This is an optimization exercise on Yosys and OpenROAD, whose aim is small area, a short achievable clock period and few clock cycles per item, not a production implementation. The RTL was checked by simulation tests, not by an equivalence proof against the original design. Power and IR drop assume default switching activity.

==> flow/run.sh <==
#!/bin/bash
# synth_recipe.tcl (not shown) runs the flow's synth.tcl, then flattens the netlist and writes it again
# the make line also repeats each setting of config.mk as NAME=value (left out here)
make -C /OpenROAD-flow-scripts/flow DESIGN_CONFIG=/design/flow/config.mk WORK_HOME=/design/flow/orfs CLKGATE_MAP_FILE= SYNTH_SCRIPT=/design/flow/synth_recipe.tcl finish
==> flow/constraint.sdc <==
create_clock -name core_clock -period 4.0 [get_ports {clk}]
set_input_delay 0.8000 -clock core_clock [delete_from_list [all_inputs] [get_ports {clk}]]
set_output_delay 0.8000 -clock core_clock [all_outputs]
set_load 0.01 [all_outputs]
==> flow/design.v <==
`timescale 1ns/1ns
module ldpc_fdec (
  input  logic [7:0] x,
  output logic [7:0] y
);
  logic _000_, _001_, _002_, _003_, _004_, _005_, _006_, _007_, _008_, _009_, _010_, _011_, _012_, _013_, _014_, _015_, _016_, _017_, _018_, _019_, _020_, _021_, _022_, _023_, _024_, _025_, _026_, _027_, _028_, _029_, _030_, _031_, _032_, _033_, _034_, _035_, _036_, _037_, _038_, _039_, _040_, _041_, _042_, _043_, _044_, _045_, _046_, _047_, _048_, _049_, _050_, _051_, _052_, _053_, _054_, _055_, _056_, _057_, _058_, _059_, _060_, _061_, _062_, _063_, _064_, _065_, _066_, _067_, _068_, _069_, _070_, _071_, _072_, _073_, _074_, _075_, _076_, _077_, _078_, _079_, _080_, _081_, _082_, _083_, _084_, _085_, _086_, _087_, _088_, _089_, _090_, _091_, _092_, _093_, _094_, _095_, _096_, _097_, _098_, _099_, _100_, _101_, _102_, _103_, _104_, _105_, _106_, _107_, _108_, _109_, _110_, _111_, _112_, _113_, _114_, _115_, _116_, _117_, _118_, _119_, _120_, _121_, _122_, _123_, _124_, _125_, _126_, _127_, _128_, _129_, _130_, _131_, _132_, _133_, _134_, _135_, _136_, _137_, _138_, _139_, _140_, _141_, _142_, _143_, _144_, _145_, _146_, _147_, _148_, _149_, _150_, _151_, _152_, _153_, _154_, _155_, _156_, _157_, _158_, _159_, _160_, _161_, _162_, _163_, _164_, _165_, _166_, _167_, _168_, _169_, _170_, _171_, _172_, _173_, _174_, _175_, _176_, _177_, _178_, _179_, _180_, _181_, _182_, _183_, _184_, _185_, _186_, _187_, _188_, _189_, _190_, _191_, _192_, _193_, _194_, _195_, _196_, _197_, _198_, _199_, _200_, _201_, _202_, _203_, _204_, _205_, _206_, _207_, _208_, _209_, _210_, _211_, _212_, _213_, _214_, _215_, _216_, _217_, _218_, _219_, _220_, _221_, _222_, _223_, _224_, _225_, _226_, _227_, _228_, _229_, _230_, _231_, _232_, _233_, _234_, _235_, _236_, _237_, _238_, _239_, _240_, _241_, _242_, _243_, _244_, _245_, _246_, _247_, _248_, _249_, _250_, _251_, _252_, _253_, _254_, _255_, _256_, _257_, _258_, _259_, _260_, _261_, _262_, _263_, _264_, _265_, _266_, _267_, _268_, _269_, _270_, _271_, _272_, _273_, _274_, _275_, _276_, _277_, _278_, _279_, _280_, _281_, _282_, _283_, _284_, _285_, _286_, _287_, _288_, _289_, _290_, _291_, _292_, _293_, _294_, _295_, _296_, _297_, _298_;
  assign _058_ = ~x[6];
  assign _069_ = x[5] & ~(x[1]);
  assign _079_ = x[2] & ~(x[3]);
  assign _090_ = _079_ & _069_;
  assign _101_ = _090_ | _058_;
  assign _112_ = x[3] & ~(x[0]);
  assign _122_ = ~x[1];
  assign _133_ = x[0] & x[1];
  assign _144_ = x[3] ? _122_ : _133_;
  assign _154_ = _144_ | _112_;
  assign _165_ = x[2] | ~(x[5]);
  assign _176_ = x[3] & ~(x[2]);
  assign _187_ = _165_ & ~(_176_);
  assign _198_ = _154_ & ~(_187_);
  assign _208_ = _198_ | _101_;
  assign _219_ = x[1] & x[2];
  assign _230_ = _219_ | x[3];
  assign _232_ = x[4] & ~(x[5]);
  assign _233_ = ~(x[3] & x[2]);
  assign _234_ = ~(_233_ & _232_);
  assign _235_ = _230_ & ~(_234_);
  assign _236_ = _235_ | x[7];
  assign _237_ = x[5] | x[4];
  assign _238_ = ~_237_;
  assign _239_ = ~(x[0] | x[1]);
  assign _240_ = x[2] & ~(_239_);
  assign _241_ = _240_ | _238_;
  assign _242_ = _219_ & ~(_237_);
  assign _243_ = ~x[3];
  assign _244_ = ~(x[0] & x[1]);
  assign _245_ = _243_ & ~(_244_);
  assign _246_ = _245_ | _079_;
  assign _247_ = _246_ | _242_;
  assign _248_ = _241_ & ~(_247_);
  assign _249_ = _248_ | ~(_236_);
  assign _250_ = _249_ & ~(_069_);
  assign _251_ = _250_ | _208_;
  assign _252_ = x[7] & ~(x[6]);
  assign _253_ = x[2] | ~(x[1]);
  assign _254_ = ~(x[5] & x[4]);
  assign _255_ = _254_ | _133_;
  assign _256_ = _253_ & ~(_255_);
  assign _257_ = x[1] & ~(x[5]);
  assign _258_ = x[2] & x[4];
  assign _259_ = _257_ & ~(_258_);
  assign _260_ = _259_ | _256_;
  assign _261_ = x[3] & ~(x[5]);
  assign _262_ = _260_ ? _243_ : _261_;
  assign _263_ = _252_ & ~(_262_);
  assign _264_ = _058_ & ~(_165_);
  assign _265_ = x[3] | ~(x[4]);
  assign _266_ = _265_ | _264_;
  assign _267_ = ~(x[7] | x[6]);
  assign _268_ = x[7] & x[6];
  assign _269_ = _268_ | _267_;
  assign _270_ = _257_ & _079_;
  assign _271_ = _270_ | _269_;
  assign _272_ = _266_ & ~(_271_);
  assign _273_ = _272_ | _263_;
  assign _274_ = x[2] | x[4];
  assign _275_ = _274_ | _257_;
  assign _276_ = x[5] | ~(x[2]);
  assign _277_ = _133_ & ~(_276_);
  assign _278_ = _277_ | _258_;
  assign _279_ = _275_ & ~(_278_);
  assign _280_ = x[3] & ~(_279_);
  assign _281_ = _273_ & ~(_280_);
  assign _282_ = _251_ & ~(_281_);
  assign _283_ = x[3] | x[4];
  assign _284_ = x[1] & x[5];
  assign _285_ = x[0] ? _122_ : _284_;
  assign _286_ = ~x[2];
  assign _287_ = x[3] | x[2];
  assign _288_ = x[1] ? _286_ : _287_;
  assign _289_ = ~(_288_ | _285_);
  assign _290_ = _289_ | _283_;
  assign _291_ = x[5] & ~(x[4]);
  assign _292_ = ~(_291_ | _232_);
  assign _293_ = x[1] & x[3];
  assign _294_ = _293_ & ~(_165_);
  assign _295_ = _233_ & ~(_294_);
  assign _296_ = _292_ & ~(_295_);
  assign _297_ = ~x[0];
  assign _298_ = _287_ | x[1];
  assign _000_ = _298_ | x[5];
  assign _001_ = _297_ & ~(_000_);
  assign _002_ = _001_ | _296_;
  assign _003_ = _002_ | ~(_290_);
  assign _004_ = ~(_003_ & _282_);
  assign _005_ = x[1] ? x[5] : x[3];
  assign _006_ = ~(_005_ & _286_);
  assign _007_ = _291_ & ~(x[1]);
  assign _008_ = _006_ & ~(_007_);
  assign _009_ = _230_ | _101_;
  assign _010_ = _008_ & ~(_009_);
  assign _011_ = _010_ | _236_;
  assign _012_ = _004_ & ~(_011_);
  assign _013_ = _012_ | x[5];
  assign _014_ = ~x[5];
  assign _015_ = x[1] & ~(x[4]);
  assign _016_ = _014_ & ~(_015_);
  assign _017_ = _233_ & ~(_291_);
  assign _018_ = _017_ | _016_;
  assign _019_ = _018_ | ~(_208_);
  assign _020_ = x[4] & ~(_208_);
  assign _021_ = ~(_293_ | _234_);
  assign _022_ = ~(_287_ | _284_);
  assign _023_ = x[6] & ~(x[3]);
  assign _024_ = _023_ | _022_;
  assign _025_ = _024_ | _021_;
  assign _026_ = _025_ | _020_;
  assign _027_ = _019_ & ~(_026_);
  assign _028_ = ~x[7];
  assign _029_ = _292_ ^ _122_;
  assign _030_ = _029_ | ~(_253_);
  assign _031_ = x[2] & x[5];
  assign _032_ = ~(_031_ | _291_);
  assign _033_ = _032_ | x[3];
  assign _034_ = _030_ & ~(_033_);
  assign _035_ = _034_ | _028_;
  assign _036_ = _035_ | _027_;
  assign _037_ = x[7] & x[3];
  assign _038_ = x[6] & ~(_037_);
  assign _039_ = _036_ & ~(_038_);
  assign _040_ = _039_ | _292_;
  assign _041_ = _013_ & ~(_040_);
  assign _042_ = ~(_230_ & _028_);
  assign _043_ = ~(_269_ & _014_);
  assign _044_ = _042_ & ~(_043_);
  assign _045_ = _267_ | ~(_254_);
  assign _046_ = _269_ & ~(_238_);
  assign _047_ = _045_ & ~(_046_);
  assign _048_ = ~(_047_ | _044_);
  assign y[6] = _048_ & ~(_041_);
  assign _049_ = _021_ & ~(_058_);
  assign _050_ = ~(_049_ | _036_);
  assign _051_ = ~(x[6] & x[3]);
  assign _052_ = _291_ & ~(_051_);
  assign _053_ = _012_ & ~(_052_);
  assign y[4] = _053_ | _050_;
  assign _054_ = ~(x[7] | x[3]);
  assign _055_ = _058_ & ~(_054_);
  assign _056_ = ~(_055_ & _292_);
  assign _057_ = _054_ & ~(_014_);
  assign _059_ = _057_ | ~(_056_);
  assign _060_ = _059_ & ~(y[4]);
  assign _061_ = _238_ & ~(_269_);
  assign _062_ = x[6] | ~(x[4]);
  assign _063_ = _062_ & ~(_230_);
  assign _064_ = _045_ & ~(_063_);
  assign _065_ = _064_ | _061_;
  assign _066_ = _269_ & ~(_014_);
  assign _067_ = _230_ & ~(_066_);
  assign _068_ = _065_ & ~(_067_);
  assign _070_ = _068_ | _041_;
  assign y[5] = _070_ | _060_;
  assign _071_ = ~(_254_ & x[3]);
  assign _072_ = ~(_071_ | _239_);
  assign _073_ = x[2] & ~(x[1]);
  assign _074_ = _254_ ^ x[3];
  assign _075_ = _073_ ? _074_ : _072_;
  assign _076_ = x[1] | ~(x[3]);
  assign _077_ = ~(_076_ & _286_);
  assign _078_ = _077_ | _254_;
  assign _080_ = ~_267_;
  assign _081_ = x[3] & x[5];
  assign _082_ = ~(_081_ & x[2]);
  assign _083_ = _122_ & ~(_082_);
  assign _084_ = ~(_083_ | _080_);
  assign _085_ = _084_ & _078_;
  assign _086_ = _085_ & ~(_075_);
  assign _087_ = _282_ & ~(_086_);
  assign _088_ = ~(_285_ & _286_);
  assign _089_ = x[2] & ~(_285_);
  assign _091_ = _254_ & ~(_089_);
  assign _092_ = _082_ & ~(_091_);
  assign _093_ = _088_ & ~(_092_);
  assign _094_ = _089_ & ~(_255_);
  assign _095_ = ~(x[1] & x[4]);
  assign _096_ = _095_ | x[0];
  assign _097_ = _176_ & ~(_096_);
  assign _098_ = _097_ | _094_;
  assign _099_ = _098_ | _093_;
  assign _100_ = _297_ & ~(_283_);
  assign _102_ = _100_ | _081_;
  assign _103_ = _291_ | x[1];
  assign _104_ = _102_ & ~(_103_);
  assign _105_ = _104_ | _080_;
  assign _106_ = _099_ & ~(_105_);
  assign _107_ = _274_ & ~(_133_);
  assign _108_ = _081_ & ~(_107_);
  assign _109_ = _108_ | _090_;
  assign _110_ = _263_ & ~(_109_);
  assign _111_ = _110_ | _106_;
  assign _113_ = _288_ & ~(x[7]);
  assign _114_ = x[7] & ~(_274_);
  assign _115_ = _081_ | _258_;
  assign _116_ = _115_ | _114_;
  assign _117_ = _116_ | _113_;
  assign _118_ = _111_ & ~(_117_);
  assign y[3] = _118_ | _087_;
  assign _119_ = _015_ & ~(_107_);
  assign _120_ = ~(_031_ & _243_);
  assign _121_ = _073_ | _261_;
  assign _123_ = _120_ & ~(_121_);
  assign _124_ = _123_ | _119_;
  assign _125_ = ~(_165_ & _243_);
  assign _126_ = _119_ & ~(_125_);
  assign _127_ = _126_ | _294_;
  assign _128_ = _124_ & ~(_127_);
  assign _129_ = _073_ & ~(_074_);
  assign _130_ = _237_ & ~(_133_);
  assign _131_ = _297_ & ~(_076_);
  assign _132_ = ~(_131_ | _069_);
  assign _134_ = ~(_132_ & _130_);
  assign _135_ = ~(_022_ & x[4]);
  assign _136_ = _134_ & ~(_135_);
  assign _137_ = _136_ | x[7];
  assign _138_ = _137_ | _129_;
  assign _139_ = _138_ | _128_;
  assign _140_ = x[1] ? x[0] : x[5];
  assign _141_ = _140_ | _239_;
  assign _142_ = ~(_141_ | _187_);
  assign _143_ = _137_ & ~(_142_);
  assign _145_ = ~_274_;
  assign _146_ = _144_ & ~(_237_);
  assign _147_ = _134_ & ~(_146_);
  assign _148_ = _147_ ? x[2] : _145_;
  assign _149_ = _143_ & ~(_148_);
  assign _150_ = _149_ | _058_;
  assign _151_ = _139_ & ~(_150_);
  assign y[2] = _151_ | _111_;
  assign _152_ = ~_276_;
  assign _153_ = _244_ ? _145_ : _152_;
  assign _155_ = _008_ & ~(_153_);
  assign _156_ = _028_ & ~(_155_);
  assign _157_ = _237_ | ~(_112_);
  assign _158_ = x[0] & ~(x[5]);
  assign _159_ = _158_ | _130_;
  assign _160_ = _158_ & _274_;
  assign _161_ = _160_ | _239_;
  assign _162_ = _159_ & ~(_161_);
  assign _163_ = _157_ & ~(_162_);
  assign _164_ = x[7] & ~(_163_);
  assign _166_ = _037_ ? x[1] : _253_;
  assign _167_ = _073_ | ~(_016_);
  assign _168_ = _166_ & ~(_167_);
  assign _169_ = _168_ | _058_;
  assign _170_ = _169_ | _164_;
  assign _171_ = _170_ | _156_;
  assign _172_ = _286_ & ~(_113_);
  assign _173_ = _233_ | x[0];
  assign _174_ = _015_ & ~(_173_);
  assign _175_ = x[1] ? _232_ : _291_;
  assign _177_ = ~(_175_ | _174_);
  assign _178_ = _172_ | ~(_177_);
  assign _179_ = _243_ & ~(_096_);
  assign _180_ = _177_ & ~(_179_);
  assign _181_ = _172_ & ~(_180_);
  assign _182_ = _237_ & ~(_028_);
  assign _183_ = _274_ & ~(_182_);
  assign _184_ = _183_ | _268_;
  assign _185_ = _184_ | _181_;
  assign _186_ = _178_ & ~(_185_);
  assign _188_ = _141_ | ~(_032_);
  assign _189_ = _144_ | ~(x[4]);
  assign _190_ = x[5] & ~(_015_);
  assign _191_ = _082_ & ~(_190_);
  assign _192_ = _297_ & ~(_079_);
  assign _193_ = _192_ & ~(_176_);
  assign _194_ = _193_ | _191_;
  assign _195_ = _189_ & ~(_194_);
  assign _196_ = _188_ & ~(_195_);
  assign _197_ = _084_ & ~(_196_);
  assign _199_ = _197_ | _186_;
  assign y[1] = _171_ & ~(_199_);
  assign _200_ = ~(x[0] & x[5]);
  assign _201_ = _200_ | _129_;
  assign _202_ = _297_ & ~(_284_);
  assign _203_ = _291_ & _287_;
  assign _204_ = _202_ & ~(_203_);
  assign _205_ = _174_ | _080_;
  assign _206_ = _205_ | _204_;
  assign _207_ = _201_ & ~(_206_);
  assign _209_ = ~(_050_ | _298_);
  assign _210_ = ~(_274_ & _112_);
  assign _211_ = _210_ | ~(_016_);
  assign _212_ = ~(_211_ & _269_);
  assign _213_ = _152_ & ~(_096_);
  assign _214_ = x[0] & ~(_016_);
  assign _215_ = _214_ | _213_;
  assign _216_ = _215_ | _212_;
  assign _217_ = _216_ | _209_;
  assign _218_ = _252_ & ~(_174_);
  assign _220_ = _218_ | ~(_137_);
  assign _221_ = _220_ & ~(_029_);
  assign _222_ = _287_ & ~(_096_);
  assign _223_ = _222_ | ~(_137_);
  assign _224_ = _233_ & ~(_297_);
  assign _225_ = ~(_224_ & _257_);
  assign _226_ = ~(_000_ & x[6]);
  assign _227_ = _225_ & ~(_226_);
  assign _228_ = _223_ & ~(_227_);
  assign _229_ = _228_ | _221_;
  assign _231_ = _217_ & ~(_229_);
  assign y[0] = _231_ | _207_;
  assign y[7] = x[7];
endmodule
`timescale 1ns/1ns
module ldpc_dec_top (
  input  logic         clk,
  input  logic         rst,
  input  logic         cyc,
  input  logic         stb,
  input  logic         we,
  input  logic [7:0]   adr,
  input  logic [31:0]  dat_w,
  output logic [31:0]  dat_r,
  output logic         ack
);
  localparam int NW  = 20;
  localparam int ND  = 18;
  localparam int NG  = 2;              
  localparam int GS  = ND / NG;        
  localparam int CW  = $clog2(GS);
  logic [7:0]     w [NW];
  logic           ready, run;
  logic [CW-1:0]  cnt;
  logic           last;
  logic           req, wr, in_win, is_stat, go;
  logic [NW-1:0]  asel, sel;
  logic [7:0]     gm [NG];
  logic [7:0]     gf [NG];
  logic [7:0]     cm;
  logic [7:0]     rw;
  assign req     = cyc & stb;
  assign ack     = req;
  assign wr      = req & we;
  assign in_win  = adr < 8'(NW);
  assign is_stat = adr == 8'h41;
  assign go      = wr & (adr == 8'h40) & dat_w[0];
  assign last    = cnt == CW'(GS - 1);
  always_comb begin
    for (int i = 0; i < NW; i++) begin
      asel[i] = adr == 8'(i);
      if (i < ND)
        sel[i] = run ? (cnt == CW'(i % GS)) : asel[i];
      else
        sel[i] = ~run & asel[i];
    end
  end
  always_comb begin
    for (int g = 0; g < NG; g++) begin
      gm[g] = '0;
      for (int j = 0; j < GS; j++)
        gm[g] = gm[g] | ({8{sel[g*GS+j]}} & w[g*GS+j]);
    end
    cm = '0;
    for (int i = ND; i < NW; i++)
      cm = cm | ({8{sel[i]}} & w[i]);
    rw = cm;
    for (int g = 0; g < NG; g++)
      rw = rw | gm[g];
  end
  for (genvar g = 0; g < NG; g++) begin : g_unit
    ldpc_fdec u_f (.x(gm[g]), .y(gf[g]));
  end
  always_comb begin
    if (in_win)
      dat_r = {{24{rw[7]}}, rw};
    else if (is_stat)
      dat_r = {31'b0, ready | (run & last)};
    else
      dat_r = '0;
  end
  always_ff @(posedge clk) begin
    for (int i = 0; i < NW; i++) begin
      if (i < ND && run) begin
        if (cnt == CW'(i % GS))
          w[i] <= gf[i / GS];
      end else if (wr && asel[i]) begin
        w[i] <= dat_w[7:0];
      end
    end
  end
  always_ff @(posedge clk) begin
    if (rst) begin
      run   <= 1'b0;
      ready <= 1'b0;
      cnt   <= '0;
    end else if (run) begin
      cnt <= cnt + 1'b1;
      if (last) begin
        run   <= 1'b0;
        ready <= 1'b1;
        cnt   <= '0;
      end
    end else if (go) begin
      run   <= 1'b1;
      ready <= 1'b0;
      cnt   <= '0;
    end else if (wr && in_win) begin
      ready <= 1'b0;
    end
  end
endmodule
==> flow/config.mk <==
export PLATFORM = sky130hd
export DESIGN_NAME = ldpc_dec_top
export DESIGN_NICKNAME = ldpc_dec_top
export VERILOG_FILES = /design/flow/design.v
export SDC_FILE = /design/flow/constraint.sdc
export NUM_CORES = 4
export LEC_CHECK = 0
export CAP_MARGIN = 20
export CORE_MARGIN = 2
export CORE_UTILIZATION = 40
export SLEW_MARGIN = 20
==> results of run 1 <==
per-layer routing:
layer	wire [um]	vias to the layer above
met5	0	-
met4	2830	0
met3	5530	222
met2	22400	961
met1	20800	6128
li1	-	5388
cell usage after synthesis, drive strengths merged, types with 5 or more instances:
cell     count
nor2b        9
and3         9
xnor2        5
o221ai      10
a21oi       65
a22oi       32
o22ai       16
ha          20
nand2       87
a211oi      11
buf         71
o21ai       66
mux2i       32
a22o        12
a31oi       26
nor4        10
nor3        26
o31ai       14
nor4b        6
nor2        92
inv         31
a32oi        5
or4         10
a221oi      12
clkbuf      47
nand4       28
mux2        20
a211o       10
a2bb2oi      8
dfxtp        6
nand3       34
and4b        6
a222oi       8
a21o         6
nand2b       7
or3          7
or2          6
nand3b      14
edfxtp     160
o211ai      19
and2         5
critical path: cells and delay by family:
family / cells / cell delay (ns)
buffers and inverters: 10 / 1.47
AO/OA/AOI/OAI: 5 / 0.65
AND/OR/NAND/NOR: 1 / 0.49
sequential cells by signal, summed over array words and instances (netlist names):
| register | count |
|---|---|
| ready | 1 |
| w | 160 |
| run | 1 |
| cnt | 4 |
power by group:
part           internal, uW  switching [uW]  total, uW
combinational           248             283        531
sequential             1900           0.397       1900
clock                   894             807       1700
total                  3040            1090       4130
through the flow:
| stage | setup TNS, ns | util (%) | instances |
|---|---|---|---|
| 3_5_place_dp | -151.13 | 54.4 | 1844 |
| 4_1_cts | -4.71 | 61.7 | 1947 |
| 5_1_grt | -22.52 | 63.8 | 1970 |
| 3_3_place_gp | -151.51 | 54.4 | 1844 |
| 6_report | -10.38 | 63.8 | 1970 |
| 2_1_floorplan | -20.87 | - | 1147 |
layout make-up:
cell class / count / area (um^2)
flip-flops and latches: 166 / 4940
multi-input cells: 835 / 6790
inverters: 32 / 141
fillers: 2174 / 10000
clock inverters: 14 / 158
clock buffers: 18 / 429
repair buffers: 527 / 4760
well taps: 378 / 473
worst max-delay path by stage:
| stage | to | from |
|---|---|---|
| 4_1_cts | w[2][5] | adr[1] |
| 2_1_floorplan | w[0][6] | adr[0] |
| 3_5_place_dp | w[17][5] | adr[4] |
| 3_3_place_gp | w[4][2] | adr[1] |
| 6_report | dat_r[30] | adr[6] |
| 5_1_grt | w[5][5] | cnt[1] |
kinds of logic (layout without fill, tap and decap cells):
group,count (synthesis),in the layout
adder cells (fa/ha/maj),21,21
multiplexers,55,55
buffers and inverters,150,591
flip-flops,166,166
AO/OA/AOI/OAI,375,378
AND/OR/NAND/NOR,375,376
XOR/XNOR,5,5
repair_timing:
item | CTS | global route
resized for setup | 340 | 101
gates cloned | 10 | 1
pin swaps | 73 | 57
buffers inserted | 65 | 22
setup endpoints to repair | 158 | 157
==> key figures, run 1 <==
Run status
  • Run status: failed layout checks
  • Failed Checks: setup timing

Logic synthesis
  • Post-Synth XOR/XNOR Area: less than 1%
  • Async S/R FF share, synth: 0%
  • Post-synth top area share: 42.8%
  • Synth Warn #: 6
  • Post-Syn Area per Cell: 9.78 um^2
  • Sequential area share after synthesis: 43.9%
  • Distinct cells, synth: 98
  • Syn Inst Count: between 1,000 and 1,500
  • Main combinational cell family by area after synthesis: compound AO/OA/AOI/OAI gates
  • Top cells by area, synth: edfxtp_1 (43%), nor2_1 (3.0%), nand2_1 (2.9%)
  • Area leader, netlist: edfxtp_1
  • Adder-Cell Fraction of Synth Area: 2.32%
  • Synth Flop Type: edfxtp_1
  • Post-synth EDFFs: 160
  • Mux contribution to synthesized area: 5.46%
  • Synthesized area: ~0.011 mm^2
  • Syn_nets: roughly 1,200
  • Compound-Gate Fraction of Synth Area: a little under a quarter
  • FF+latch count, synth: approximately 170
  • Simple-Gate Fraction of Synth Area: ~18%

Clock tree
  • CTS H-Tree Depth: 4
  • CTS tree: built
  • CTS buffer count: 17
  • Post-CTS Hold Buffers: 0
  • Worst skew pair latency: 0.44 ns
  • Clk sinks: 166
  • CTS root buffer: clkbuf_16
  • Clock transition at the registers of the reported paths: approximately 0.070 ns
  • Clk buf depth: 2

STA
  • Period minus WS final: 4.21 ns
  • Final max-slew violation count: 0
  • Maximum clock rate: around 0.24 GHz
  • Final hold vios: 0
  • Relative slew slack: between 20% and 30%
  • Slew @ Worst Pin: 1.10 ns
  • Post-route clock skew: approximately 0.01 ns
  • Hold Slack: 0.558 ns
  • Unrepaired setup endpoints after global routing: true
  • Setup-failing EPs final: between 100 and 150
  • Final worst slack: -0.205 ns
  • Final worst-path cycle share: 105%

Detailed routing
  • Initial drt markers: 1,811
  • Routed Antenna Nets: 0
  • Via/cell ratio: roughly 6.4
  • DRC violations left: 0
  • Vias: between 10,000 and 15,000
  • Routed wire length: between 50 and 60 mm
  • Pre-antenna DRT Iters: 8
  • Drt wl/cell: 26.2 um

Setup path
  • Worst r2r src: cnt[1]
  • Critical path class: in -> out
  • Most used cell, CP: buf_6
  • R2R setup slack: -0.20 ns
  • CP peak stage delay: 0.49 ns
  • Req. time, crit path: ~3.2 ns
  • CP endpoint kind: output port
  • CP cell instances: buf_8 -> buf_6 -> nor4_4 -> buf_6 -> buf_6 -> a31oi_4 -> buf_6 -> buf_6 -> o22a_1 -> o2111ai_2 -> buf_6 -> a221oi_4 -> a21oi_4 -> buf_4 -> buf_16 -> clkdlybuf4s15_2
  • R2R Path End: w[3][5]
  • CP arrival: 3.41 ns
  • Cell depth of the worst flop-to-flop path: 17
  • Worst Path Max Fanout: 6
  • Slowest-stage cell, CP: nor4_4
  • Startpoint types: primary input

Final layout
  • Final nets: 1,644
  • Commonest non-fill, non-tap cell in the layout: buf_4
  • Finished Cell Area: between 0.015 and 0.02 mm^2
  • Layout cells sized above 1: about 47%
  • Ant. Diodes: 0
  • Most frequent cells in the layout: buf_4 (382), edfxtp_1 (160), buf_6 (82)
  • Layout area overhead: 57.6%

Die
  • Number of cell rows: 61
  • Die area: 0.0294 mm^2
  • IO Pins: 78
  • Initial Util: about two fifths
  • Core area: 0.0277 mm^2
  • Chip width: 171 um
  • Die height: 171 um

Power
  • Leakage: 0.00686 uW
  • Pwr Density: 234 mW/mm^2
  • Worst vdd ir: 0.279 mV
  • Total Power: 4130 uW

Flow run
  • Max-cap check violation count: 0

Placement
  • Post-place instance area: 0.0151 mm^2
  • Post-DP HPWL: about 36 mm
  • Final GP Congestion: approximately 1.1
  • Port-buffer cells: 53
  • Setup Slack @ Placement: -1.06 ns

Worst hold path
  • Hold path start: ready
  • Worst min path class: reg -> reg
  • Worst hold endpoint: ready
  • Worst Hold Path Cells: 2

Global routing
  • Met2 GRT Util: 52.5%
  • Pin count of the biggest net entering global routing: 26
  • Grt ovf: 0
  • GRT Resource Usage Total: 34.7%
  • Initial antenna violation count: 0
  • Met3 usage: 6.10%
  • First-pass GRT wire length: about 76 mm
  • GR peak layer: met2
  • GR Util met1: 48.1%
  • Via count of the first global-routing pass: 12,200
Testbench counts, summed over its fixed seeds: cycles 2,944, items 64.
==> run 2, diff against run 1 <==
--- a/flow/config.mk
+++ b/flow/config.mk
@@ -5,6 +5,7 @@
 export SDC_FILE = /design/flow/constraint.sdc
 export NUM_CORES = 4
 export LEC_CHECK = 0
+export ABC_AREA = 1
 export CAP_MARGIN = 20
 export CORE_MARGIN = 2
 export CORE_UTILIZATION = 40
==> key figures, run 2 <==
Run status
  • Run status: no timing/DRC/antenna violations

STA
  • Setup TNS: 0 ns (+10.38 ns)
  • Setup-failing EPs final: 0 (-100%)
  • Unrepaired setup endpoints after global routing: true
  • Post-route clock skew: 0.00987 ns (-0.000420 ns)
  • Final hold vios: 0 (unchanged)
  • Slew @ Worst Pin: 0.776 ns (-0.321 ns)
  • Relative slew slack: 48.1% (+21 points)
  • Final max-slew violation count: 0 (unchanged)
  • Period minus WS final: 3.89 ns (-0.319 ns)
  • Maximum clock rate: 0.257 GHz (+8.2%)
  • Final worst-path cycle share: 97.2% (-8.0 points)

Global routing
  • Initial antenna violation count: 0 (unchanged)
  • Via count of the first global-routing pass: 9,342 (-23%)
  • Grt ovf: 0 (unchanged)
  • First-pass GRT wire length: 52.1 mm (-31%)
  • GRT Resource Usage Total: 25.8% (-8.9 points)
  • Pin count of the biggest net entering global routing: 40 (+54%)

Setup path
  • Req. time, crit path: 3.20 ns (about the same)
  • R2R setup slack: 0.20 ns (+0.40 ns)
  • Worst Path Max Fanout: 8 (+2)
  • Critical path class: in -> out
  • CP arrival: 3.09 ns (-0.32 ns)
  • CP endpoint kind: output port
  • Worst r2r src: cnt[0]
  • R2R Path End: w[6][2]
  • Startpoint types: primary input
  • Cell depth of the worst flop-to-flop path: 25 (+8)

Logic synthesis
  • Syn_nets: 1,271 (+4.9%)
  • Sequential area share after synthesis: 48.6% (+4.7 points)
  • Post-synth EDFFs: 160 (unchanged)
  • Commonest cells in the netlist: nand2_1 (354), edfxtp_1 (160), nand3_1 (111)
  • Top cells by area, synth: edfxtp_1 (47%), nand2_1 (13%), nand3_1 (5.5%)
  • Syn Inst Count: 1,206 (+5.1%)
  • Area leader, netlist: edfxtp_1
  • Synthesized area: 0.0101 mm^2 (-9.6%)
  • FF+latch count, synth: 166 (unchanged)
  • Async S/R FF share, synth: 0% (unchanged)
  • Distinct cells, synth: 49 (-50%)
  • Cell with the most instances after synthesis: nand2_1
  • Synth Flop Type: edfxtp_1
  • Post-Syn Area per Cell: 8.41 um^2 (-14%)
  • Synth Warn #: 6 (unchanged)
  • Post-synth top area share: 47.4% (+4.6 points)

Power
  • Pwr Density: 278 mW/mm^2 (+19%)
  • Worst vdd ir: 0.276 mV (-0.83%)
  • Leakage: 0.00655 uW (-4.5%)
  • Clk pwr share: 43.0% (+1.8 points)
  • Reg power frac: 48.8% (+2.8 points)
  • Sw frac: 24.6% (-1.8 points)
  • Sw Pwr: 958 uW (-12%)
  • Total Power: 3900 uW (-5.6%)
  • Comb pwr share: 8.2% (-4.7 points)
  • Internal: 2940 uW (-3.3%)

Clock tree
  • Post-CTS Hold Buffers: 0 (unchanged)
  • Clk buf depth: 2 (unchanged)
  • CTS root buffer: clkbuf_16
  • Worst skew pair latency: 0.43 ns (about the same)
  • Clk sinks: 166 (unchanged)
  • CTS H-Tree Depth: 4 (unchanged)
  • CTS buffer count: 17 (unchanged)
  • CTS tree: built
  • Clock transition at the registers of the reported paths: 0.07 ns (about the same)

Worst hold path
  • Worst min path class: reg -> reg
  • Hold path start: cnt[0]
  • Worst Hold Path Cells: 1 (-1)
  • Worst hold endpoint: cnt[0]

Final layout
  • Most frequent cells in the layout: nand2_1 (336), buf_4 (268), edfxtp_1 (160)
  • Ant. Diodes: 0 (unchanged)
  • Biggest register: w
  • Max reg flops: 160 (unchanged)
  • Largest registers: w: 160 flops, cnt: 4 flops
  • Layout cells sized above 1: 32.8% (-14 points)
  • Final Non-Filler Cells: 1,868 (-5.2%)
  • Commonest non-fill, non-tap cell in the layout: nand2_1
  • Layout area overhead: 38.1%
  • Core Util, Final: 56.0% (-7.9 points)
  • Final nets: 1,590 (-3.3%)

Placement
  • Cells after DPL: 1,812 (-1.7%)
  • Port-buffer cells: 53 (unchanged)
  • Final GP Congestion: 0.952 (-9.5%)
  • Post-DP HPWL: 25.8 mm (-28%)

Detailed routing
  • Top Metal Used: met4
  • DRC violations left: 0 (unchanged)
  • WL met3: 2.38 mm (-57%)
  • Initial drt markers: 828 (-54%)
  • Pre-antenna DRT Iters: 5 (-3)
  • Routed wire length: 33.6 mm (-35%)
  • Via/cell ratio: 5.18 (-20%)
  • Routed metal-1 wire length: 14.9 mm (-28%)
  • Routed Antenna Nets: 0 (unchanged)
  • Met2 WL: 15.2 mm (-32%)
  • Vias: 9,669 (-24%)
  • Drt wl/cell: 18.0 um (-31%)

Die
  • Initial Util: 40.5% (about the same)
  • Die area: 0.0266 mm^2 (-9.4%)
  • Die height: 163 um (-4.8%)
  • Chip width: 163 um (-4.8%)
  • Number of cell rows: 58 (-4.9%)
  • IO Pins: 78 (unchanged)
  • Core area: 0.0250 mm^2 (-9.6%)

Flow run
  • Max-cap check violation count: 0 (unchanged)
[run 2: changes by cell type in the layout (fill, tap and decap cells not counted), moves of 22 or more]
cell	previous run	this run
nand2_2	4	36
buf_6	82	7
nand3_1	32	108
nand2_1	81	336
inv_1	18	87
a22oi_1	25	2
buf_4	382	268
inv_2	6	28
mux2i_1	30	0
[run 2: per-layer routing]
metal | track usage [%] | up-vias
met1 | 36.1 | 4441
met4 | 10.3 | 0
met3 | 3.76 | 81
li1 | - | 4730
met5 | 0 | -
met2 | 40.4 | 417
[run 2: cells by family (layout without fill, tap and decap cells)]
group | Yosys count | count (layout) | synth area share (%)
flops | 166 | 166 | 48.6
buf+inv | 164 | 495 | 7.70
fa+ha+maj | 20 | 20 | 2.47
compound gates | 183 | 183 | 10.8
simple gates | 671 | 672 | 30.3
xor+xnor | 2 | 2 | 0.173
[run 2: metrics by stage]
step	instance area, um^2	hold slack [ns]	setup WS, ns
after global placement	13000	0.512	-0.518
after detailed placement	13000	0.527	-0.567
final	14000	0.499	0.113
after CTS	13900	0.492	0.00176
after floorplan	10100	0.478	0.225
after global routing	14000	0.519	-0.0119
[run 2: final cells by class]
type,count,area [um^2]
fill,2272,11000
sequential,166,4930
multi-input combinational,877,4710
timing repair buffer,345,2890
inverter,118,450
clock buffer,17,425
tap,330,413
clock inverter,15,190
[run 2: power by group through the flow]
stage | sequential [uW] | clock, uW | combinational [uW]
floorplan | 1940 | 0 | 131
global placement | 1940 | 0 | 303
detailed placement | 1940 | 0 | 303
CTS | 1900 | 1680 | 316
global route | 1900 | 1750 | 348
finish | 1900 | 1680 | 322
[run 2: how the worst max path moves through the flow]
stage | startpoint | to | cells past startpoint
finish | adr[5] | dat_r[25] | 18
CTS | cnt[0] | dat_r[11] | 12
detailed placement | adr[1] | w[5][0] | 23
global placement | adr[4] | w[4][0] | 22
floorplan | adr[4] | dat_r[10] | 16
global route | adr[5] | dat_r[26] | 18
[run 2: timing repair]
item,4_1_cts,5_1_grt
hold endpoints to repair,0,0
setup buffers,19,4
gates resized for setup,99,63
setup endpoints to repair,95,110
gates cloned,3,0
pin swaps,15,10
[run 2: worst max-delay path, cell delays in order]
cell           delay, ns
dlygate4sd2_1       0.24
inv_2               0.08
nand2_4             0.07
buf_4               0.16
nor2_8              0.17
buf_4               0.14
nand3_1             0.07
nand2_2             0.13
buf_4               0.13
buf_4               0.09
nand2_1             0.04
nand4_1             0.18
inv_2               0.09
a21oi_4             0.25
buf_6               0.13
buf_6               0.08
buf_6               0.10
clkbuf_2            0.13
==> run 3, diff against run 2 <==
--- a/flow/design.v
+++ b/flow/design.v
@@ -324,20 +324,21 @@
   output logic [31:0]  dat_r,
   output logic         ack
 );
-  localparam int NW  = 20;
-  localparam int ND  = 18;
-  localparam int NG  = 2;              
-  localparam int GS  = ND / NG;        
-  localparam int CW  = $clog2(GS);
+  localparam int NW   = 20;
+  localparam int ND   = 18;
+  localparam int NG   = 2;              
+  localparam int GS   = ND / NG;        
+  localparam int PIPE = 1;              
   logic [7:0]     w [NW];
   logic           ready, run;
-  logic [CW-1:0]  cnt;
-  logic           last;
+  logic [GS-1:0]  rph;                  
+  logic [GS-1:0]  wph;                  
+  logic           wlast;                
   logic           req, wr, in_win, is_stat, go;
   logic [NW-1:0]  asel, sel;
   logic [7:0]     gm [NG];
+  logic [7:0]     gq [NG];
   logic [7:0]     gf [NG];
-  logic [7:0]     cm;
   logic [7:0]     rw;
   assign req     = cyc & stb;
   assign ack     = req;
@@ -345,66 +346,73 @@
   assign in_win  = adr < 8'(NW);
   assign is_stat = adr == 8'h41;
   assign go      = wr & (adr == 8'h40) & dat_w[0];
-  assign last    = cnt == CW'(GS - 1);
   always_comb begin
     for (int i = 0; i < NW; i++) begin
       asel[i] = adr == 8'(i);
       if (i < ND)
-        sel[i] = run ? (cnt == CW'(i % GS)) : asel[i];
+        sel[i] = run ? rph[i % GS] : asel[i];
       else
         sel[i] = ~run & asel[i];
     end
   end
   always_comb begin
+    rw = '0;
     for (int g = 0; g < NG; g++) begin
       gm[g] = '0;
       for (int j = 0; j < GS; j++)
         gm[g] = gm[g] | ({8{sel[g*GS+j]}} & w[g*GS+j]);
+      rw = rw | gm[g];
     end
-    cm = '0;
     for (int i = ND; i < NW; i++)
-      cm = cm | ({8{sel[i]}} & w[i]);
-    rw = cm;
-    for (int g = 0; g < NG; g++)
-      rw = rw | gm[g];
+      rw = rw | ({8{sel[i]}} & w[i]);
   end
   for (genvar g = 0; g < NG; g++) begin : g_unit
-    ldpc_fdec u_f (.x(gm[g]), .y(gf[g]));
+    if (PIPE) begin : g_pipe
+      always_ff @(posedge clk) gq[g] <= gm[g];
+    end else begin : g_comb
+      assign gq[g] = gm[g];
+    end
+    ldpc_fdec u_f (.x(gq[g]), .y(gf[g]));
   end
   always_comb begin
     if (in_win)
       dat_r = {{24{rw[7]}}, rw};
     else if (is_stat)
-      dat_r = {31'b0, ready | (run & last)};
+      dat_r = {31'b0, ready | wlast};
     else
       dat_r = '0;
   end
   always_ff @(posedge clk) begin
     for (int i = 0; i < NW; i++) begin
       if (i < ND && run) begin
-        if (cnt == CW'(i % GS))
+        if (wph[i % GS])
           w[i] <= gf[i / GS];
       end else if (wr && asel[i]) begin
         w[i] <= dat_w[7:0];
       end
     end
   end
+  assign wlast = wph[GS-1];
   always_ff @(posedge clk) begin
     if (rst) begin
       run   <= 1'b0;
       ready <= 1'b0;
-      cnt   <= '0;
+      rph   <= '0;
+      wph   <= '0;
     end else if (run) begin
-      cnt <= cnt + 1'b1;
-      if (last) begin
+      rph <= rph << 1;
+      if (PIPE) wph <= rph;
+      else      wph <= wph << 1;
+      if (wlast) begin
         run   <= 1'b0;
         ready <= 1'b1;
-        cnt   <= '0;
+        wph   <= '0;
       end
     end else if (go) begin
       run   <= 1'b1;
       ready <= 1'b0;
-      cnt   <= '0;
+      rph   <= GS'(1);
+      wph   <= PIPE ? '0 : GS'(1);
     end else if (wr && in_win) begin
       ready <= 1'b0;
     end
==> key figures, run 3 <==
Setup path
  • Worst Path Max Fanout: 13 (+5)
  • Critical path class: in -> out
  • CP arrival: 3.12 ns (+0.03 ns)
  • CP endpoint kind: output port
  • Worst r2r src: gq[1][4]
  • Startpoint types: primary input
  • Critical Path Start: adr[7]
  • Req. time, crit path: 3.20 ns (about the same)

STA
  • Period minus WS final: 3.92 ns (+0.0339 ns)
  • Relative slew slack: 43.0% (-5.1 points)
  • Setup TNS: 0 ns (unchanged)
  • Unrepaired setup endpoints after global routing: true
  • Final max-slew violation count: 0 (unchanged)
  • Final hold vios: 0 (unchanged)
  • Maximum clock rate: 0.255 GHz (-0.86%)
  • Final worst-path cycle share: 98.0% (+0.85 points)
  • Slew @ Worst Pin: 0.846 ns (+0.0706 ns)
  • Hold Slack: 0.464 ns (-0.0352 ns)
  • Post-route clock skew: 0.00917 ns (-0.000705 ns)
  • Setup-failing EPs final: 0 (unchanged)
  • Final worst slack: 0.0795 ns (-0.0339 ns)

Clock tree
  • CTS root buffer: clkbuf_16
  • Clk buf depth: 2 (unchanged)
  • CTS H-Tree Depth: 4 (unchanged)
  • CTS buffer count: 17 (unchanged)
  • CTS tree: built
  • Post-CTS Hold Buffers: 0 (unchanged)
  • Worst skew pair latency: 0.44 ns (about the same)
  • Clk sinks: 196 (+18%)
  • Clock transition at the registers of the reported paths: 0.07 ns (about the same)

Placement
  • Port-buffer cells: 53 (unchanged)
  • Final GP Congestion: 0.972 (+2.1%)
  • Post-DP HPWL: 23.2 mm (-10%)
  • Setup Slack @ Placement: -0.269 ns (+0.298 ns)

Final layout
  • Ant. Diodes: 0 (unchanged)
  • Most frequent cells in the layout: nand2_1 (405), edfxtp_1 (160), nand3_1 (98)
  • Biggest register: w
  • Final nets: 1,392 (-12%)
  • Largest registers: w: 160 flops, gq: 16 flops
  • Layout cells sized above 1: 16.3% (-16 points)
  • Commonest non-fill, non-tap cell in the layout: nand2_1
  • FILL cells: 2,545 (+12%)
  • Core Util, Final: 48.0% (-8.0 points)
  • Max reg flops: 160 (unchanged)
  • Layout area overhead: 17.8%

Logic synthesis
  • Post-synth EDFFs: 160 (unchanged)
  • Post-Syn Area per Cell: 8.64 um^2 (+2.8%)
  • Synthesized area: 0.0106 mm^2 (+4.8%)
  • Top cells by area, synth: edfxtp_1 (45%), nand2_1 (14%), dfxtp_1 (6.8%)
  • Post-synth top area share: 45.2% (-2.1 points)
  • Syn Inst Count: 1,229 (+1.9%)
  • Area leader, netlist: edfxtp_1
  • Cell with the most instances after synthesis: nand2_1
  • Sequential area share after synthesis: 52.0% (+3.5 points)
  • Commonest cells in the netlist: nand2_1 (408), edfxtp_1 (160), nand3_1 (98)
  • Async S/R FF share, synth: 0% (unchanged)
  • FF+latch count, synth: 196 (+18%)
  • Synth Warn #: 8 (+2)
  • Syn_nets: 1,290 (+1.5%)
  • Distinct cells, synth: 51 (+4.1%)
  • Synth Flop Type: edfxtp_1

Die
  • Core area: 0.0261 mm^2 (+4.1%)
  • Initial Util: 40.8% (+0.26 points)
  • Die area: 0.0279 mm^2 (+4.6%)
  • IO Pins: 78 (unchanged)
  • Die height: 167 um (+2.3%)
  • Number of cell rows: 59 (+1.7%)
  • Chip width: 167 um (+2.3%)

Flow run
  • Max-cap check violation count: 0 (unchanged)

Global routing
  • Pin count of the biggest net entering global routing: 57 (+43%)
  • GRT Resource Usage Total: 21.9% (-4.0 points)
  • Via count of the first global-routing pass: 8,363 (-10%)
  • Grt ovf: 0 (unchanged)
  • First-pass GRT wire length: 47.0 mm (-9.8%)
  • Initial antenna violation count: 0 (unchanged)

Detailed routing
  • Routed wire length: 31.0 mm (-7.8%)
  • Initial drt markers: 878 (+6.0%)
  • Vias: 8,910 (-7.8%)
  • DRC violations left: 0 (unchanged)
  • Pre-antenna DRT Iters: 5 (unchanged)
  • Drt wl/cell: 18.4 um (+2.6%)
  • Routed Antenna Nets: 0 (unchanged)
  • Via/cell ratio: 5.31 (+2.5%)

Worst hold path
  • Worst min path class: reg -> reg
  • Hold path start: wph[7]

Run status
  • Run status: no timing/DRC/antenna violations

Power
  • Leakage: 0.00518 uW (-21%)
  • Pwr Density: 327 mW/mm^2 (+17%)
  • Worst vdd ir: 0.247 mV (-11%)
## run 3: cell types whose count changed in the layout (fill, tap and decap cells not counted), sizes merged, moves of 10 or more
cell	change
nand2	+27
dfxtp	+30
buf	-204
inv	-31
nand3	-18
o21ai	+10
nor2	-20
## run 3: stage by stage
stage | power [uW] | instances | area [um^2]
6_report | 4090 | 1679 | 12500
5_1_grt | 4200 | 1679 | 12500
4_1_cts | 4100 | 1675 | 12400
3_5_place_dp | 2460 | 1637 | 11800
3_3_place_gp | 2470 | 1637 | 11800
2_1_floorplan | 2370 | 1229 | 10600
## run 3: where the power goes
part	leakage [uW]	internal, uW	total (uW)	switching [uW]
clock network	0.000279	879	1660	785
logic	0.00317	72.6	214	141
registers	0.00173	2200	2210	6.39
total	0.00518	3150	4090	933
## run 3: path summary, 6_finish.rpt
path / cells past startpoint / to / slack (ns)
max: 15 / dat_r[13] / 0.08
min: 2 / wph[7] / 0.46
max reg2reg: 10 / w[14][2] / 0.93
min reg2reg: 2 / wph[7] / 0.46
## run 3: logic make-up (layout without fill, tap and decap cells)
logic type,Yosys count,count (layout),share of synthesized area [%]
DFF,196,196,52.0
xor gates and xnor gates,2,2,0.165
buffers and inverters,146,261,7.13
adders and majority gates,16,16,1.88
AOI/OAI and AO/OA,188,188,11.0
and+or+nand+nor,681,681,27.8
## run 3: layout make-up
type | instances | area [um^2] | area share [%]
flip-flops and latches | 196 | 5530 | 44.2
inverters | 87 | 332 | 2.65
well taps | 335 | 419 | 3.35
repair buffers | 142 | 1230 | 9.87
multi-input cells | 887 | 4430 | 35.4
clock buffers | 18 | 429 | 3.43
clock inverters | 14 | 141 | 1.13
## run 3: critical path, stage by stage
cell and delay (ns):
clkdlybuf4s50_1 0.49, inv_2 0.07, nand3_4 0.17, nor2_4 0.05
buf_4 0.13, nand3_1 0.11, nand2_2 0.08, nand2_1 0.07
nand3_1 0.10, nor2_2 0.19, nand2_1 0.15, nor2_2 0.18
nor2_4 0.09, buf_12 0.17, dlygate4sd2_1 0.28
## run 3: timing repair
item,4_1_cts,5_1_grt
resized for setup,43,38
endpoints found under the setup margin,32,31
hold endpoints to repair,0,0
setup buffers,6,2
cloned,0,2
pin swaps,6,9
## run 3: per-layer routing
layer	wire [um]	part of all wire, %	global-route usage (%)
met1	13800	45	30.0
met2	14600	47	35.6
met3	1650	5.3	2.95
met4	836	2.7	7.80
met5	0	0	0
Testbench counts of run 3, summed over its fixed seeds: cycles 3,008, items 64.
==> run 4, diff against run 3 <==
--- a/flow/config.mk
+++ b/flow/config.mk
@@ -9,4 +9,5 @@
 export CAP_MARGIN = 20
 export CORE_MARGIN = 2
 export CORE_UTILIZATION = 40
+export SETUP_SLACK_MARGIN = 1.0
 export SLEW_MARGIN = 20
==> key figures, run 4 <==
Global routing
  • Grt ovf: 0 (unchanged)
  • Pin count of the biggest net entering global routing: 57 (unchanged)
  • First-pass GRT wire length: 50.2 mm (+6.8%)
  • Via count of the first global-routing pass: 8,896 (+6.4%)
  • GRT Resource Usage Total: 23.2% (+1.4 points)
  • Initial antenna violation count: 0 (unchanged)

Die
  • Die area: 0.0279 mm^2 (unchanged)
  • IO Pins: 78 (unchanged)
  • Chip width: 167 um (unchanged)
  • Initial Util: 40.8% (unchanged)
  • Number of cell rows: 59 (unchanged)
  • Die height: 167 um (unchanged)
  • Core area: 0.0261 mm^2 (unchanged)

Logic synthesis
  • Commonest cells in the netlist: nand2_1 (408), edfxtp_1 (160), nand3_1 (98)
  • Syn Inst Count: 1,229 (unchanged)
  • Top cells by area, synth: edfxtp_1 (45%), nand2_1 (14%), dfxtp_1 (6.8%)
  • Synth Warn #: 8 (unchanged)
  • Synthesized area: 0.0106 mm^2 (unchanged)
  • Async S/R FF share, synth: 0% (unchanged)
  • Post-Syn Area per Cell: 8.64 um^2 (unchanged)
  • Area leader, netlist: edfxtp_1
  • FF+latch count, synth: 196 (unchanged)
  • Syn_nets: 1,290 (unchanged)
  • Distinct cells, synth: 51 (unchanged)
  • Synth Flop Type: edfxtp_1
  • Post-synth EDFFs: 160 (unchanged)
  • Cell with the most instances after synthesis: nand2_1
  • Post-synth top area share: 45.2% (unchanged)
  • Sequential area share after synthesis: 52.0% (unchanged)

Clock tree
  • Clk buf depth: 2 (unchanged)
  • CTS buffer count: 17 (unchanged)
  • CTS H-Tree Depth: 4 (unchanged)
  • CTS tree: built
  • Worst skew pair latency: 0.45 ns (about the same)
  • CTS root buffer: clkbuf_16
  • Clock transition at the registers of the reported paths: 0.07 ns (about the same)
  • Clk sinks: 196 (unchanged)

Placement
  • Final GP Congestion: 0.944 (-2.9%)
  • Post-DP HPWL: 23.9 mm (+3.2%)
  • Port-buffer cells: 53 (unchanged)

Final layout
  • Layout cells sized above 1: 24.2% (+7.9 points)
  • Ant. Diodes: 0 (unchanged)
  • Layout area overhead: 23.2%
  • Core Util, Final: 50.2% (+2.2 points)
  • Biggest register: w
  • Most frequent cells in the layout: nand2_1 (377), edfxtp_1 (160), nand3_1 (95), buf_4 (95), nor2_1 (73)
  • Max reg flops: 160 (unchanged)
  • Largest registers: w: 160 flops, gq: 16 flops
  • Commonest non-fill, non-tap cell in the layout: nand2_1
  • Final nets: 1,423 (+2.2%)

Power
  • Leakage: 0.00543 uW (+4.8%)
  • Sw Pwr: 971 uW (+4.1%)
  • Total Power: 4080 uW (about the same)
  • Comb pwr share: 5.6% (+0.4 points)
  • Sw frac: 23.8% (+0.95 points)
  • Clk pwr share: 40.3% (-0.4 points)
  • Worst vdd ir: 0.297 mV (+20%)
  • Pwr Density: 312 mW/mm^2 (-4.5%)
  • Internal: 3110 uW (-1.3%)
  • Reg power frac: 54.1% (about the same)

Detailed routing
  • Initial drt markers: 848 (-3.4%)
  • Routed Antenna Nets: 0 (unchanged)
  • DRC violations left: 0 (unchanged)
  • Via/cell ratio: 5.36 (+1.0%)
  • Drt wl/cell: 18.8 um (+2.0%)
  • Vias: 9,168 (+2.9%)
  • Routed wire length: 32.2 mm (+3.9%)
  • Pre-antenna DRT Iters: 5 (unchanged)

STA
  • Period minus WS final: 3.50 ns (-0.418 ns)
  • Maximum clock rate: 0.286 GHz (+12%)
  • Setup-failing EPs final: 0 (unchanged)
  • Unrepaired setup endpoints after global routing: true
  • Slew @ Worst Pin: 1.02 ns (+0.169 ns)
  • Final max-slew violation count: 0 (unchanged)
  • Post-route clock skew: 0.0140 ns (+0.00481 ns)
  • Final worst-path cycle share: 87.6% (-10 points)
  • Relative slew slack: 31.6% (-11 points)
  • Final hold vios: 0 (unchanged)

Setup path
  • Req. time, crit path: 3.20 ns (about the same)
  • CP endpoint kind: output port
  • Startpoint types: flop
  • Worst Path Max Fanout: 56 (+43)
  • CP arrival: 2.70 ns (-0.42 ns)
  • Critical path class: reg -> out

Flow run
  • Max-cap check violation count: 0 (unchanged)

Run status
  • Run status: no timing/DRC/antenna violations

Worst hold path
  • Worst min path class: reg -> reg
[run 4: cell counts after synthesis]
No cell type changed its count.
[run 4: layer usage]
metal / vias to the layer above / wire, um / global-route usage, %
met5: - / 0 / 0
met4: 0 / 1110 / 8.88
met3: 70 / 1840 / 2.33
met2: 341 / 15500 / 39.0
met1: 4320 / 13700 / 31.1
li1: 4437 / - / -
[run 4: path summary, 6_finish.rpt]
kind            start         to  slack, ns  depth (start not counted)
max               run  dat_r[15]       0.50                         14
max reg2reg  gq[1][7]   w[10][5]       1.21                         12
min reg2reg    wph[1]     wph[1]       0.46                          2
min            wph[1]     wph[1]       0.46                          2
[run 4: logic make-up after synthesis]
family	count (synthesis)	synth area share, %
AND/OR/NAND/NOR	681	27.8
flip-flops	196	52.0
AO/OA/AOI/OAI	188	11.0
buffers and inverters	146	7.13
adder cells (fa/ha/maj)	16	1.88
XOR/XNOR	2	0.165
[run 4: timing repair]
action,4_1_cts,5_1_grt
pin swaps,41,40
resized for setup,255,37
endpoints found under the hold margin,0,0
setup buffers,33,10
hold buffers,0,0
cloned,3,0
setup endpoints to repair,32,59
[run 4: power groups by stage]
stage          combinational [uW]  sequential (uW)  clock [uW]
3_3_place_gp                  213             2260           0
5_1_grt                       249             2210        1740
4_1_cts                       223             2210        1660
2_1_floorplan                 123             2250           0
3_5_place_dp                  212             2260           0
6_report                      227             2210        1650
[run 4: metrics by stage]
stage / TNS (ns) / cells / hold WS, ns / area [um^2] / setup WS [ns]
6_report: 0 / 1710 / 0.465 / 13100 / 0.497
5_1_grt: 0 / 1710 / 0.479 / 13100 / 0.375
4_1_cts: 0 / 1700 / 0.466 / 12900 / 0.376
3_5_place_dp: -10.90 / 1632 / 0.454 / 11800 / -0.367
3_3_place_gp: -9.84 / 1632 / 0.450 / 11800 / -0.318
2_1_floorplan: 0 / 1229 / 0.440 / 10600 / 0.850
[run 4: layout make-up]
| type | instances | area, um^2 |
|---|---|---|
| well taps | 335 | 419 |
| fillers | 2489 | 13000 |
| repair buffers | 173 | 1600 |
| multi-input cells | 887 | 4620 |
| clock buffers | 18 | 429 |
| clock inverters | 14 | 141 |
| flip-flops and latches | 196 | 5530 |
| inverters | 87 | 338 |
[run 4: critical path, stage by stage (launching register included)]
cell and delay, ns:
dfxtp_2 0.34, buf_12 0.20, nand2_1 0.28, o21ai_4 0.11, buf_6 0.14, nand2_1 0.06
nand2_2 0.06, nor2_4 0.15, nand4_1 0.15, nor2_2 0.17, nor2_4 0.07, buf_6 0.14
buf_6 0.11, buf_16 0.13, buf_6 0.11
==> run 5, diff against run 4 <==
--- a/flow/design.v
+++ b/flow/design.v
@@ -331,29 +331,32 @@
   localparam int PIPE = 1;              
   logic [7:0]     w [NW];
   logic           ready, run;
+  logic [GS:0]    ring;                 
   logic [GS-1:0]  rph;                  
   logic [GS-1:0]  wph;                  
   logic           wlast;                
-  logic           req, wr, in_win, is_stat, go;
+  logic           req, wr, lo_ok, is_stat, go;
   logic [NW-1:0]  asel, sel;
   logic [7:0]     gm [NG];
   logic [7:0]     gq [NG];
   logic [7:0]     gf [NG];
-  logic [7:0]     rw;
+  logic [7:0]     rw, rd;
   assign req     = cyc & stb;
   assign ack     = req;
   assign wr      = req & we;
-  assign in_win  = adr < 8'(NW);
   assign is_stat = adr == 8'h41;
   assign go      = wr & (adr == 8'h40) & dat_w[0];
+  assign lo_ok = (adr[7:5] == 3'b000) & ~run;
   always_comb begin
-    for (int i = 0; i < NW; i++) begin
-      asel[i] = adr == 8'(i);
-      if (i < ND)
-        sel[i] = run ? rph[i % GS] : asel[i];
-      else
-        sel[i] = ~run & asel[i];
-    end
+    for (int i = 0; i < NW; i++)
+      asel[i] = lo_ok & (adr[4:0] == 5'(i));
+  end
+  assign rph   = ring[GS-1:0];
+  assign wph   = ring[GS:1];
+  assign wlast = ring[GS];
+  always_comb begin
+    for (int i = 0; i < NW; i++)
+      sel[i] = asel[i] | ((i < ND) ? rph[i % GS] : 1'b0);
   end
   always_comb begin
     rw = '0;
@@ -374,14 +377,8 @@
     end
     ldpc_fdec u_f (.x(gq[g]), .y(gf[g]));
   end
-  always_comb begin
-    if (in_win)
-      dat_r = {{24{rw[7]}}, rw};
-    else if (is_stat)
-      dat_r = {31'b0, ready | wlast};
-    else
-      dat_r = '0;
-  end
+  assign rd    = rw & {8{~run}};
+  assign dat_r = {{24{rd[7]}}, rd[7:1], rd[0] | (is_stat & (ready | wlast))};
   always_ff @(posedge clk) begin
     for (int i = 0; i < NW; i++) begin
       if (i < ND && run) begin
@@ -392,28 +389,22 @@
       end
     end
   end
-  assign wlast = wph[GS-1];
   always_ff @(posedge clk) begin
     if (rst) begin
       run   <= 1'b0;
       ready <= 1'b0;
-      rph   <= '0;
-      wph   <= '0;
+      ring  <= '0;
     end else if (run) begin
-      rph <= rph << 1;
-      if (PIPE) wph <= rph;
-      else      wph <= wph << 1;
+      ring <= ring << 1;
       if (wlast) begin
         run   <= 1'b0;
         ready <= 1'b1;
-        wph   <= '0;
       end
     end else if (go) begin
       run   <= 1'b1;
       ready <= 1'b0;
-      rph   <= GS'(1);
-      wph   <= PIPE ? '0 : GS'(1);
-    end else if (wr && in_win) begin
+      ring  <= (GS+1)'(1);
+    end else if (wr && asel != '0) begin
       ready <= 1'b0;
     end
   end
==> key figures, run 5 <==
STA
  • Maximum clock rate: 0.297 GHz (+4.0%)
  • Period minus WS final: 3.37 ns (-0.133 ns)
  • Final max-slew violation count: 0 (unchanged)
  • Setup-failing EPs final: 0 (unchanged)
  • Hold Slack: 0.466 ns (+0.00135 ns)
  • Final worst-path cycle share: 84.2% (-3.3 points)
  • Unrepaired setup endpoints after global routing: true
  • Slew @ Worst Pin: 0.779 ns (-0.236 ns)
  • Final hold vios: 0 (unchanged)
  • Post-route clock skew: 0.00977 ns (-0.00421 ns)
  • Final worst slack: 0.631 ns (+0.133 ns)
  • Relative slew slack: 47.9% (+16 points)

Detailed routing
  • DRC violations left: 0 (unchanged)
  • Routed Antenna Nets: 0 (unchanged)
  • Drt wl/cell: 18.9 um (+0.33%)
  • Initial drt markers: 794 (-6.4%)
  • Pre-antenna DRT Iters: 6 (+1)
  • Routed wire length: 30.3 mm (-5.7%)
  • Vias: 8,867 (-3.3%)
  • Via/cell ratio: 5.52 (+2.9%)

Logic synthesis
  • Synth Flop Type: edfxtp_1
  • Syn_nets: 1,214 (-5.9%)
  • Post-synth EDFFs: 160 (unchanged)
  • Sequential area share after synthesis: 53.6% (+1.6 points)
  • Top cells by area, synth: edfxtp_1 (48%), nand2_1 (12%), o21ai_0 (6.0%)
  • Syn Inst Count: 1,153 (-6.2%)
  • Area leader, netlist: edfxtp_1
  • Distinct cells, synth: 42 (-18%)
  • Post-synth top area share: 48.0% (+2.8 points)
  • Synth Warn #: 8 (unchanged)
  • Synthesized area: 0.0100 mm^2 (-5.8%)
  • Async S/R FF share, synth: 0% (unchanged)
  • Commonest cells in the netlist: nand2_1 (314), edfxtp_1 (160), o21ai_0 (120)
  • FF+latch count, synth: 188 (-4.1%)
  • Cell with the most instances after synthesis: nand2_1
  • Post-Syn Area per Cell: 8.68 um^2 (+0.40%)

Global routing
  • GRT Resource Usage Total: 23.3% (+0.079 points)
  • Grt ovf: 0 (unchanged)
  • GR Util met1: 30.7% (-0.32 points)
  • First-pass GRT wire length: 46.8 mm (-6.7%)
  • Met2 GRT Util: 38.5% (-0.55 points)
  • Pin count of the biggest net entering global routing: 34 (-40%)
  • Via count of the first global-routing pass: 8,394 (-5.6%)
  • GR peak layer: met2
  • Met3 usage: 4.37% (+2.0 points)
  • Initial antenna violation count: 0 (unchanged)

Run status
  • Run status: no timing/DRC/antenna violations

Die
  • Initial Util: 40.9% (+0.14 points)
  • Number of cell rows: 57 (-3.4%)
  • Die area: 0.0263 mm^2 (-5.7%)
  • Die height: 162 um (-2.9%)
  • IO Pins: 78 (unchanged)
  • Chip width: 162 um (-2.9%)
  • Core area: 0.0245 mm^2 (-6.1%)

Final layout
  • Biggest register: w
  • Layout cells sized above 1: 26.5% (+2.3 points)
  • Layout area overhead: 27.6%
  • Ant. Diodes: 0 (unchanged)
  • Finished Cell Area: 0.0128 mm^2 (-2.4%)
  • FILL cells: 2,237 (-10%)
  • Most frequent cells in the layout: nand2_1 (280), edfxtp_1 (160), o21ai_0 (88)
  • Max reg flops: 160 (unchanged)
  • Final nets: 1,331 (-6.5%)
  • Final Non-Filler Cells: 1,607 (-6.0%)
  • Largest registers: w: 160 flops, gq: 16 flops, ring: 10 flops
  • Commonest non-fill, non-tap cell in the layout: nand2_1

Setup path
  • Most used cell, CP: nand2_4
  • Startpoint types: primary input
  • Critical path class: in -> out
  • Req. time, crit path: 3.20 ns (about the same)
  • Worst Path Max Fanout: 7 (-88%)
  • CP arrival: 2.57 ns (-0.13 ns)
  • Slowest-stage cell, CP: nor3_4
  • CP endpoint kind: output port
  • CP cell instances: buf_6 -> buf_8 -> nor2_4 -> nand2_4 -> inv_4 -> nand2_8 -> inv_6 -> nand2_4 -> nand2_4 -> nand2_1 -> nand2_1 -> nor2_2 -> nand2_2 -> nor3_4 -> buf_12 -> nor2_4 -> buf_12 -> buf_6
  • CP peak stage delay: 0.23 ns (-0.11 ns)

Power
  • Pwr Density: 334 mW/mm^2 (+7.0%)
  • Worst vdd ir: 0.273 mV (-8.2%)
  • Leakage: 0.00531 uW (-2.2%)
  • Internal: 3260 uW (+4.6%)
  • Sw Pwr: 1010 uW (+3.9%)
  • Sw frac: 23.6% (-0.12 points)
  • Total Power: 4260 uW (+4.4%)
  • Comb pwr share: 6.1% (+0.5 points)
  • Clk pwr share: 43.9% (+3.6 points)
  • Reg power frac: 50.0% (-4.1 points)

Flow run
  • Max-cap check violation count: 0 (unchanged)

Placement
  • Setup Slack @ Placement: -0.362 ns (+0.00436 ns)
  • Post-DP HPWL: 22.1 mm (-7.5%)
  • Cells after DPL: 1,556 (-4.7%)
  • Port-buffer cells: 53 (unchanged)
  • Final GP Congestion: 0.972 (+2.9%)
  • Post-place instance area: 0.0113 mm^2 (-3.9%)

Clock tree
  • CTS buffer count: 17 (unchanged)
  • CTS tree: built
  • Clk sinks: 188 (-4.1%)
  • Post-CTS Hold Buffers: 0 (unchanged)
  • Clk buf depth: 2 (unchanged)
  • Worst skew pair latency: 0.44 ns (about the same)
  • CTS root buffer: clkbuf_16
  • Clock transition at the registers of the reported paths: 0.07 ns (about the same)
  • CTS H-Tree Depth: 4 (unchanged)

Worst hold path
  • Worst min path class: reg -> reg
run 5: power by group through the flow:
stage / clock (uW) / combinational [uW] / sequential (uW)
2_1_floorplan: 0 / 137 / 2170
5_1_grt: 1960 / 285 / 2130
4_1_cts: 1890 / 248 / 2130
3_3_place_gp: 0 / 239 / 2180
3_5_place_dp: 0 / 240 / 2180
6_report: 1870 / 261 / 2130
run 5: critical path: cells and delay by family:
kind                   cells  cell delay [ns]
and+or+nand+nor           11             1.05
buffers and inverters      7             0.70
run 5: final timing paths:
path,depth (start not counted),endpoint,startpoint,slack (ns)
worst max-delay path,18,dat_r[26],adr[5],0.63
worst min-delay path,2,ready,ready,0.47
worst max register to register,9,w[10][3],gq[1][5],1.20
worst min register to register,2,ready,ready,0.47
run 5: area by class of cell:
| cell class | count | area (um^2) | share of cell area (%) |
|---|---|---|---|
| Inverter | 103 | 432 | 3.38 |
| Tap cell | 324 | 405 | 3.18 |
| Sequential cell | 188 | 5370 | 42.1 |
| Clock buffer | 17 | 425 | 3.33 |
| Multi-Input combinational cell | 809 | 4560 | 35.7 |
| Timing Repair Buffer | 151 | 1330 | 10.4 |
| Clock inverter | 15 | 245 | 1.92 |
run 5: per-layer routing:
metal	share of wire [%]	wire length (um)
met1	43	12900
met2	47	14300
met3	7.3	2230
met4	2.9	886
met5	0	0
run 5: cells by family after synthesis:
logic type	Yosys count	share of synthesized area [%]
simple gates	543	23.1
compound gates	245	13.7
flops	188	53.6
buf+inv	159	7.43
fa+ha+maj	16	2.00
xor+xnor	2	0.175
run 5: stage by stage:
stage | TNS [ns] | util (%)
2_1_floorplan | 0 | -
3_3_place_gp | -7.78 | 46.3
3_5_place_dp | -9.44 | 46.3
4_1_cts | 0 | 50.7
5_1_grt | 0 | 52.2
6_report | 0 | 52.2
run 5: what timing repair did:
action	in CTS	in global routing
gates cloned	2	1
setup buffers	11	5
pin swaps	65	46
setup endpoints to repair	32	104
gates resized for setup	306	80
Testbench counts of run 5, summed over its fixed seeds: cycles 3,008, items 64.

## static timing again, ports no longer ideal
The results above use ideal ports. As a check the final layouts listed here were re-extracted and re-timed, cells and wires unchanged.
Step 1 (the two cells are an assumption about what drives the block):
set clk [get_ports {clk}]
set_driving_cell -lib_cell sky130_fd_sc_hd__clkbuf_16 $clk
set_driving_cell -lib_cell sky130_fd_sc_hd__buf_2 [delete_from_list [all_inputs] $clk]
Step 2, shift: input delay + t, output delay - t, t = (earliest + latest rising clock arrival at the registers) / 2. This alone moves slack from input paths to output paths.
Three values: ideal ports, drivers, drivers and shift; two values: the first two.
| run | t, ns | slack for setup (ns) | worst slew at a driven data input, ns |
|---|---|---|---|
| run 1 | 0.481 | -0.205 / -0.248 / -0.659 | 0.05 |
| run 2 | 0.472 | 0.113 / 0.085 / -0.285 | 0.04 |
| run 3 | 0.475 | 0.080 / 0.057 / 0.057 | 0.07 |
| run 4 | 0.483 | 0.497 / 0.454 / 0.475 | 0.09 |
| run 5 | 0.477 | 0.631 / 0.593 / 0.593 | 0.04 |
Met with ideal ports but missed after step 2: setup timing in run 2. For run 1, which loses most, drivers alone change the setup slack by -0.043 ns; drivers and shift together by -0.454 ns.
